This design comes from an exercise in tuning for small area and a short achievable clock period on the open sky130 flow, not from production work. The RTL was checked by simulation tests, not by an equivalence proof against the original design. Power figures rest on the tool's default switching activity, not on a simulated workload.

// motion_command_word_parser_core
module motion_command_word_parser_core (
    input  logic        aclk,
    input  logic        aresetn,
    input  logic        s_valid,
    output logic        s_ready,
    input  logic [7:0]  s_rx_byte,
    output logic        m_valid,
    input  logic        m_ready,
    output logic [2:0]  m_status,
    output logic [1:0]  m_error_axis,
    output logic [16:0] m_x_mils,
    output logic [16:0] m_y_mils,
    output logic [16:0] m_z_mils,
    input  logic        cfg_valid,
    output logic        cfg_ready,
    input  logic [2:0]  cfg_index,
    input  logic [16:0] cfg_data
);
For scale: ~1500 cells after synthesis, about 260 flip-flops, ~92 I/O pins, about 14000 um2 of cells after synthesis.
Settings: LEC_CHECK=0, ABC_AREA=1, CAP_MARGIN=20, CORE_MARGIN=2, CORE_UTILIZATION=40, CTS_CLUSTER_DIAMETER=120, CTS_CLUSTER_SIZE=30, SETUP_SLACK_MARGIN=5, SLEW_MARGIN=20; clock period 10.0 ns.
standard.sh (not shown) runs the stock make flow with config.mk's settings and CLKGATE_MAP_FILE= SYNTH_SCRIPT=/design/flow/synth_recipe.tcl, a recipe that flattens the netlist after the stock synthesis.
==> flow/flow/run.sh <==
#!/bin/bash
# Layout flow: the standard flow (standard synthesis unchanged), with the
# port buffers made from plain buffers instead of delay buffers, the resizer
# allowed to pick any drive strength (not only cells of the same footprint),
# and a larger setup margin for timing repair. Each step's full output is in
# orfs/logs; make's own output is in make_finish.log here.
set -euo pipefail
bash standard.sh \
    "BUFFER_PORTS_ARGS=-buffer_cell sky130_fd_sc_hd__buf_1" \
    MATCH_CELL_FOOTPRINT=0 \
    SETUP_SLACK_MARGIN=5.6 \
    finish > make_finish.log 2>&1
The baseline completed with no timing, DRC or antenna violations.
Change:
--- a/flow/config.mk
+++ b/flow/config.mk
@@ -8,2 +8,3 @@
 export ABC_AREA = 1
+export ABC_CLOCK_PERIOD_IN_PS = 4500
 export CAP_MARGIN = 20
Cell area does not change. Worst hold slack is unchanged. Setup slack does not change. Global-route usage does not change. Sequential power barely changes. Via count stays the same. Clock power hardly moves.
Change:
--- a/flow/config.mk
+++ b/flow/config.mk
@@ -7,3 +7,2 @@
 export LEC_CHECK = 0
-export ABC_AREA = 1
 export ABC_CLOCK_PERIOD_IN_PS = 4500
The new run completed with no timing, DRC or antenna violations. Power went up by 15%. Utilization decreases by 0.80 points. Sequential cell count stays the same.
Change:
--- a/flow/config.mk
+++ b/flow/config.mk
@@ -7,2 +7,3 @@
 export LEC_CHECK = 0
+export ABC_AREA = 1
 export ABC_CLOCK_PERIOD_IN_PS = 4500
@@ -10,5 +11,6 @@
 export CORE_MARGIN = 2
-export CORE_UTILIZATION = 40
+export CORE_UTILIZATION = 65
 export CTS_CLUSTER_DIAMETER = 120
 export CTS_CLUSTER_SIZE = 30
+export PLACE_DENSITY = 0.75
 export SETUP_SLACK_MARGIN = 5
=> Routed wire length drops by about 2.2%; maximum frequency rises by about 0.7%; clock-buffer cell count grows by 1.
Change:
--- a/flow/flow/run.sh
+++ b/flow/flow/run.sh
@@ -10,3 +10,3 @@
     MATCH_CELL_FOOTPRINT=0 \
-    SETUP_SLACK_MARGIN=5.6 \
+    SETUP_SLACK_MARGIN=5.75 \
     finish > make_finish.log 2>&1
--- a/flow/config.mk
+++ b/flow/config.mk
@@ -11,6 +11,5 @@
 export CORE_MARGIN = 2
-export CORE_UTILIZATION = 65
+export CORE_UTILIZATION = 40
 export CTS_CLUSTER_DIAMETER = 120
 export CTS_CLUSTER_SIZE = 30
-export PLACE_DENSITY = 0.75
 export SETUP_SLACK_MARGIN = 5
Global-route usage is lower by 12 points.
Die area is higher by 61%.
Routed wire length is higher by 2.8%.
Combinational power is higher by about 4%.
Flip-flop and latch count stays the same.
Sequential share of layout area is lower by 1.2 points.
Worst setup slack gains 22 ps.
Sequential power barely changes.
Cell count is higher by 10%.
Critical path depth stays the same.
Total power is higher by 1.7%.

* * *

Another version of the RTL of motion_command_word_parser_core (not shown whole).
Size: roughly 1,200 cells after synthesis, ~260 flip-flops, roughly 92 I/O pins, ~13,000 um^2 of cells after synthesis.
==> flow/config.mk <==
export PLATFORM = sky130hd
export DESIGN_NAME = motion_command_word_parser_core
export DESIGN_NICKNAME = motion_command_word_parser_core
export VERILOG_FILES = /design/flow/design.v
export SDC_FILE = /design/flow/constraint.sdc
export NUM_CORES = 4
export LEC_CHECK = 0
export ABC_AREA = 1
export ABC_CLOCK_PERIOD_IN_PS = 4500
export CAP_MARGIN = 20
export CORE_MARGIN = 2
export CORE_UTILIZATION = 40
export CTS_CLUSTER_DIAMETER = 120
export CTS_CLUSTER_SIZE = 30
export SETUP_SLACK_MARGIN = 5
export SLEW_MARGIN = 20
==> flow/constraint.sdc <==
create_clock -name core_clock -period 10.0 [get_ports {aclk}]
set_input_delay 2.0000 -clock core_clock [delete_from_list [all_inputs] [get_ports {aclk}]]
set_output_delay 2.0000 -clock core_clock [all_outputs]
set_load 0.01 [all_outputs]
==> flow/flow/run.sh <==
#!/bin/bash
# Layout flow: the standard flow, with
#  - synthesis by synth_recipe.tcl unchanged but with ABC mapping the logic
#    by flow/abc_area.script (flow/synth.tcl wraps the abc command);
#  - port buffers made from plain buffers instead of delay buffers;
#  - the resizer allowed to pick any drive strength (not only cells of the
#    same footprint), and a larger setup margin for timing repair.
# Each step's full output is in orfs/logs; make's own output is in
# make_finish.log here.
set -euo pipefail
W=$(pwd)
export MCWP_WORK=$W
export MCWP_ABC_SCRIPT=$W/flow/abc_area.script
bash standard.sh \
    SYNTH_SCRIPT=$W/flow/synth.tcl \
    "BUFFER_PORTS_ARGS=-buffer_cell sky130_fd_sc_hd__buf_1" \
    MATCH_CELL_FOOTPRINT=0 \
    SETUP_SLACK_MARGIN=5.6 \
    finish > make_finish.log 2>&1
==> flow/flow/abc_area.script <==
strash
dch
map -a
amap
topo
buffer -c
upsize -c
dnsize -c
==> flow/flow/synth.tcl <==
# The standard flow's synthesis script (synth_recipe.tcl in the work folder) run unchanged,
# except that ABC maps the logic with flow/abc_area.script (area-oriented
# mapping). Registers are not touched by ABC.
proc abc {args} {
  set i [lsearch -exact $args -script]
  if { $i >= 0 } {
    lset args [expr {$i + 1}] $::env(MCWP_ABC_SCRIPT)
  }
  yosys abc {*}$args
}
source $::env(MCWP_WORK)/synth_recipe.tcl
The first run passed the timing, DRC and antenna checks.
Change:
==> flow/flow/run.sh (replaced) <==
#!/bin/bash
# Layout flow: the standard flow (standard synthesis unchanged), with the
# port buffers made from plain buffers instead of delay buffers, the resizer
# allowed to pick any drive strength (not only cells of the same footprint),
# and a larger setup margin for timing repair. Each step's full output is in
# orfs/logs; make's own output is in make_finish.log here.
set -euo pipefail
bash standard.sh \
    "BUFFER_PORTS_ARGS=-buffer_cell sky130_fd_sc_hd__buf_1" \
    MATCH_CELL_FOOTPRINT=0 \
    SETUP_SLACK_MARGIN=5.6 \
    finish > make_finish.log 2>&1
removed: flow/flow/abc_area.script
removed: flow/flow/synth.tcl
Effect: Global-route usage goes down by 1.3 points; synthesized cell count goes up by about 22%; total power goes down by 9.4%; clock power goes down by about 3%; die area goes up by about 5%; first-iteration DRC count goes down by 23%; hold slack loses 0.014 ns; synthesized area goes up by about 5%; via count goes up by about 3.5%; cell count goes up by 15%; routed wire length goes down by 0.70%.
Change:
==> flow/flow/run.sh (replaced) <==
#!/bin/bash
# Layout flow: the standard flow, with
#  - synthesis by synth_recipe.tcl unchanged but with ABC mapping the logic
#    by flow/abc_area.script (flow/synth.tcl wraps the abc command);
#  - port buffers made from plain buffers instead of delay buffers;
#  - the resizer allowed to pick any drive strength (not only cells of the
#    same footprint), and a larger setup margin for timing repair.
# Each step's full output is in orfs/logs; make's own output is in
# make_finish.log here.
set -euo pipefail
W=$(pwd)
export MCWP_WORK=$W
export MCWP_ABC_SCRIPT=$W/flow/abc_area.script
bash standard.sh \
    SYNTH_SCRIPT=$W/flow/synth.tcl \
    "BUFFER_PORTS_ARGS=-buffer_cell sky130_fd_sc_hd__buf_1" \
    MATCH_CELL_FOOTPRINT=0 \
    SETUP_SLACK_MARGIN=5.6 \
    finish > make_finish.log 2>&1
==> flow/flow/abc_area.script (new file) <==
strash
&get -n
&st
&dch
&nf -R 20
&put
topo
stime -c
buffer -c
upsize -c
dnsize -c
==> flow/flow/synth.tcl (new file) <==
# The standard flow's synthesis script (synth_recipe.tcl in the work folder) run unchanged,
# except that ABC maps the logic with flow/abc_area.script (area-oriented
# mapping). Registers are not touched by ABC.
proc abc {args} {
  set i [lsearch -exact $args -script]
  if { $i >= 0 } {
    lset args [expr {$i + 1}] $::env(MCWP_ABC_SCRIPT)
  }
  yosys abc {*}$args
}
source $::env(MCWP_WORK)/synth_recipe.tcl
After rerunning: Wire length decreases by 3.2%; register-to-register slack gets worse by 0.31 ns; via count fell by 9.4%; combinational power falls by 18%; total power came out lower by 8.6%; flip-flop and latch count is unchanged.

* * *

## maple
motion_command_word_parser_core, a different RTL version from the one above (not shown whole).
Size: ~92 I/O pins, about 13000 um2 of cells after synthesis.
clock: 10.0 ns
lec_check: 0
abc_area: 1
abc_clock_period_in_ps: 4500
cap_margin: 20
core_margin: 2
core_utilization: 40
cts_cluster_diameter: 120
cts_cluster_size: 30
setup_slack_margin: 5
slew_margin: 20
==> flow/flow/run.sh <==
#!/bin/bash
# Layout flow: the standard flow (standard synthesis unchanged), with the
# port buffers made from plain buffers instead of delay buffers, the resizer
# allowed to pick any drive strength (not only cells of the same footprint),
# and a larger setup margin for timing repair. Each step's full output is in
# orfs/logs; make's own output is in make_finish.log here.
set -euo pipefail
bash standard.sh \
    "BUFFER_PORTS_ARGS=-buffer_cell sky130_fd_sc_hd__buf_1" \
    MATCH_CELL_FOOTPRINT=0 \
    SETUP_SLACK_MARGIN=5.6 \
    finish > make_finish.log 2>&1
maple closes out successfully: all stages finished, all timing, DRC and antenna checks passed.
diff inputs: maple => cedar
Settings: swapping 30 for 24 in CTS_CLUSTER_SIZE; swapping 120 for 100 in CTS_CLUSTER_DIAMETER.
cedar vs. maple: non-clock buffering overhead in the final layout roughly the same, global routing usage summed across all routing layers roughly the same. Going from maple to cedar, post-CTS resize count shrinks by 6. Per the comparison of cedar with maple, routed wire length held steady, clock distribution area overhead in the final layout grew by 0.66 points, share of the final layout cell area in multi-input gates shrank by 0.27 points. cedar packs its core tighter than maple. From maple to cedar the numbers moved as follows: final cell count has increased, number of inverters outside the clock class in the layout was more or less identical, power increased by 73 uW relative to the old numbers, reg2reg setup slack essentially unchanged.
Setup changes, cedar to indigo
Settings: CTS_CLUSTER_SIZE now 27, was 24; CTS_CLUSTER_DIAMETER now 120, was 100.
diff --git a/flow/flow/run.sh b/flow/flow/run.sh
--- a/flow/flow/run.sh
+++ b/flow/flow/run.sh
@@ -11 +11 @@
-    SETUP_SLACK_MARGIN=5.6 \
+    SETUP_SLACK_MARGIN=5.5 \
==> comparison <==
- indigo: flow completed, timing, DRC and antenna clean
- Top achievable clock speed in indigo is 0.75% below cedar.
- Changes observed in indigo relative to cedar: clock share of power -1.5 points, via count of the first global-routing pass went down, final worst slack decreased by 0.033 ns relative to the old numbers, post-layout minimum cycle time shows an increase of 0.033 ns.

* * *

## rev 12
Starting RTL as in the previous note.
==> flow/config.mk <==
export PLATFORM = sky130hd
export DESIGN_NAME = motion_command_word_parser_core
export DESIGN_NICKNAME = motion_command_word_parser_core
export VERILOG_FILES = /design/flow/design.v
export SDC_FILE = /design/flow/constraint.sdc
export NUM_CORES = 4
export LEC_CHECK = 0
export ABC_AREA = 1
export ABC_CLOCK_PERIOD_IN_PS = 4500
export CAP_MARGIN = 20
export CORE_MARGIN = 2
export CORE_UTILIZATION = 40
export CTS_CLUSTER_DIAMETER = 120
export CTS_CLUSTER_SIZE = 27
export SETUP_SLACK_MARGIN = 5
export SLEW_MARGIN = 20
==> flow/constraint.sdc <==
create_clock -name core_clock -period 10.0 [get_ports {aclk}]
set_input_delay 2.0000 -clock core_clock [delete_from_list [all_inputs] [get_ports {aclk}]]
set_output_delay 2.0000 -clock core_clock [all_outputs]
set_load 0.01 [all_outputs]
==> flow/flow/run.sh <==
#!/bin/bash
# Layout flow: the standard flow (standard synthesis unchanged), with the
# port buffers made from plain buffers instead of delay buffers, the resizer
# allowed to pick any drive strength (not only cells of the same footprint),
# and a larger setup margin for timing repair. Each step's full output is in
# orfs/logs; make's own output is in make_finish.log here.
set -euo pipefail
bash standard.sh \
    "BUFFER_PORTS_ARGS=-buffer_cell sky130_fd_sc_hd__buf_1" \
    MATCH_CELL_FOOTPRINT=0 \
    SETUP_SLACK_MARGIN=5.65 \
    finish > make_finish.log 2>&1
Rev 12: done, clean on timing, DRC and antenna
Setup changes, rev 12 to rev 13
- changing CTS_CLUSTER_SIZE from 27 to 30
- changing CTS_CLUSTER_DIAMETER from 120 to 90
--- a/flow/flow/run.sh
+++ b/flow/flow/run.sh
@@ -9,4 +9,4 @@
     "BUFFER_PORTS_ARGS=-buffer_cell sky130_fd_sc_hd__buf_1" \
     MATCH_CELL_FOOTPRINT=0 \
-    SETUP_SLACK_MARGIN=5.65 \
+    SETUP_SLACK_MARGIN=5.6 \
     finish > make_finish.log 2>&1
==> comparison <==
As far as number of placement rows goes, rev 12 and rev 13 are indistinguishable; the numbers are identical. Measured against rev 13, the iteration-0 DRC count of the detailed router of rev 12 comes out at 0.860 times the reference value. For the met3 wire length, rev 13 came in about 32% higher than rev 12 did. Largest stage delay on the critical path: rev 12 vs rev 13, no meaningful difference. Number of ordinary and repair buffers in the finished layout, rev 12 and rev 13: higher on rev 12. Compared rev 12 against rev 13; cell area within noise. Changes observed in rev 13 relative to rev 12: non-filler instance count after layout saw little to no change, maximum frequency saw a decrease.

* * *

motion_command_word_parser_core with an RTL version that a note above also has.
Size in the first run: about 13000 um^2 of cells after synthesis.
Settings: LEC_CHECK=0, ABC_AREA=1, ABC_CLOCK_PERIOD_IN_PS=4500, CAP_MARGIN=20, CORE_MARGIN=2, CORE_UTILIZATION=40, CTS_CLUSTER_DIAMETER=120, CTS_CLUSTER_SIZE=30, SETUP_SLACK_MARGIN=5, SLEW_MARGIN=20; clock period 10.0 ns.
==> flow/flow/run.sh <==
#!/bin/bash
# Layout flow: the standard flow, with
#  - synthesis by synth_recipe.tcl unchanged but with ABC mapping the logic
#    by flow/abc_area.script (flow/synth.tcl wraps the abc command);
#  - port buffers made from plain buffers instead of delay buffers;
#  - the resizer allowed to pick any drive strength (not only cells of the
#    same footprint), and a larger setup margin for timing repair.
# Each step's full output is in orfs/logs; make's own output is in
# make_finish.log here.
set -euo pipefail
W=$(pwd)
export MCWP_WORK=$W
export MCWP_ABC_SCRIPT=$W/flow/abc_area.script
bash standard.sh \
    SYNTH_SCRIPT=$W/flow/synth.tcl \
    "BUFFER_PORTS_ARGS=-buffer_cell sky130_fd_sc_hd__buf_1" \
    MATCH_CELL_FOOTPRINT=0 \
    SETUP_SLACK_MARGIN=5.6 \
    finish > make_finish.log 2>&1
==> flow/flow/abc_area.script <==
strash
dch
map -a
topo
buffer -c
upsize -c
dnsize -c
==> flow/flow/synth.tcl <==
# The standard flow's synthesis script (synth_recipe.tcl in the work folder) run unchanged,
# except that ABC maps the logic with flow/abc_area.script (area-oriented
# mapping). Registers are not touched by ABC.
proc abc {args} {
  set i [lsearch -exact $args -script]
  if { $i >= 0 } {
    lset args [expr {$i + 1}] $::env(MCWP_ABC_SCRIPT)
  }
  yosys abc {*}$args
}
source $::env(MCWP_WORK)/synth_recipe.tcl
==> next run, changes <==
==> flow/flow/abc_area.script (replaced) <==
strash
&get -n
&st
&dch
&nf -R 10
&st
&syn2
&dch
&nf -R 10
&put
topo
stime -c
buffer -c
upsize -c
dnsize -c
The changed run completed with no timing, DRC or antenna violations.
Die area went up by 1.2%.
Clock-buffer cell count went up by 3.
Setup slack got worse by 0.10 ns.
Area after synthesis went up by about 1.3%.
Power increases by about 40%.
Wire length drops by about 8%.

==> static timing again, ports no longer ideal <==
Ports are ideal in the flow. The routed layouts listed here were re-timed in OpenROAD.
Step 1 (the two cells are an assumption about what drives the block):
set clk [get_ports {aclk}]
set_driving_cell -lib_cell sky130_fd_sc_hd__clkbuf_16 $clk
set_driving_cell -lib_cell sky130_fd_sc_hd__buf_2 [delete_from_list [all_inputs] $clk]
Step 2 also shifts input and output timing later by t, the mid clock arrival at the registers, as if the neighbouring blocks saw the same clock.
Three values: no drivers, after step 1, after step 2; two values: the first two.
| run | shift t [ns] | slack for setup (ns) | worst register clock-pin slew, ns |
|---|---|---|---|
| the first run of note 1 | 0.536 | 5.619 / 5.600 / 5.321 | 0.12 / 0.12 |
| the second run of note 1 | 0.536 | 5.619 / 5.600 / 5.321 | 0.12 / 0.12 |
| the third run of note 1 | 0.536 | 5.573 / 5.540 / 5.131 | 0.12 / 0.12 |
| the fourth run of note 1 | 0.530 | 5.603 / 5.571 / 5.179 | 0.12 / 0.12 |
| the fifth run of note 1 | 0.532 | 5.625 / 5.603 / 5.489 | 0.12 / 0.12 |
| the first run of note 2 | 0.534 | 5.090 / 5.090 / 5.090 | 0.12 / 0.12 |
| the second run of note 2 | 0.528 | 5.638 / 5.617 / 5.395 | 0.11 / 0.11 |
| the third run of note 2 | 0.540 | 5.362 / 5.361 / 5.360 | 0.12 / 0.12 |
| maple | 0.541 | 5.624 / 5.602 / 5.255 | 0.12 / 0.12 |
| cedar | 0.544 | 5.625 / 5.604 / 5.272 | 0.10 / 0.10 |
| indigo | 0.541 | 5.592 / 5.571 / 5.186 | 0.11 / 0.11 |
| rev 12 | 0.529 | 5.647 / 5.616 / 5.167 | 0.11 / 0.11 |
| rev 13 | 0.530 | 5.625 / 5.604 / 5.285 | 0.12 / 0.12 |
| the first run of note 5 | 0.550 | 5.431 / 5.431 / 5.052 | 0.12 / 0.12 |
| the second run of note 5 | 0.536 | 5.327 / 5.327 / 5.255 | 0.12 / 0.12 |
After both steps every run listed still meets setup and hold. For rev 12, which loses most, drivers alone change the setup slack by -0.031 ns; drivers and shift together by -0.480 ns.
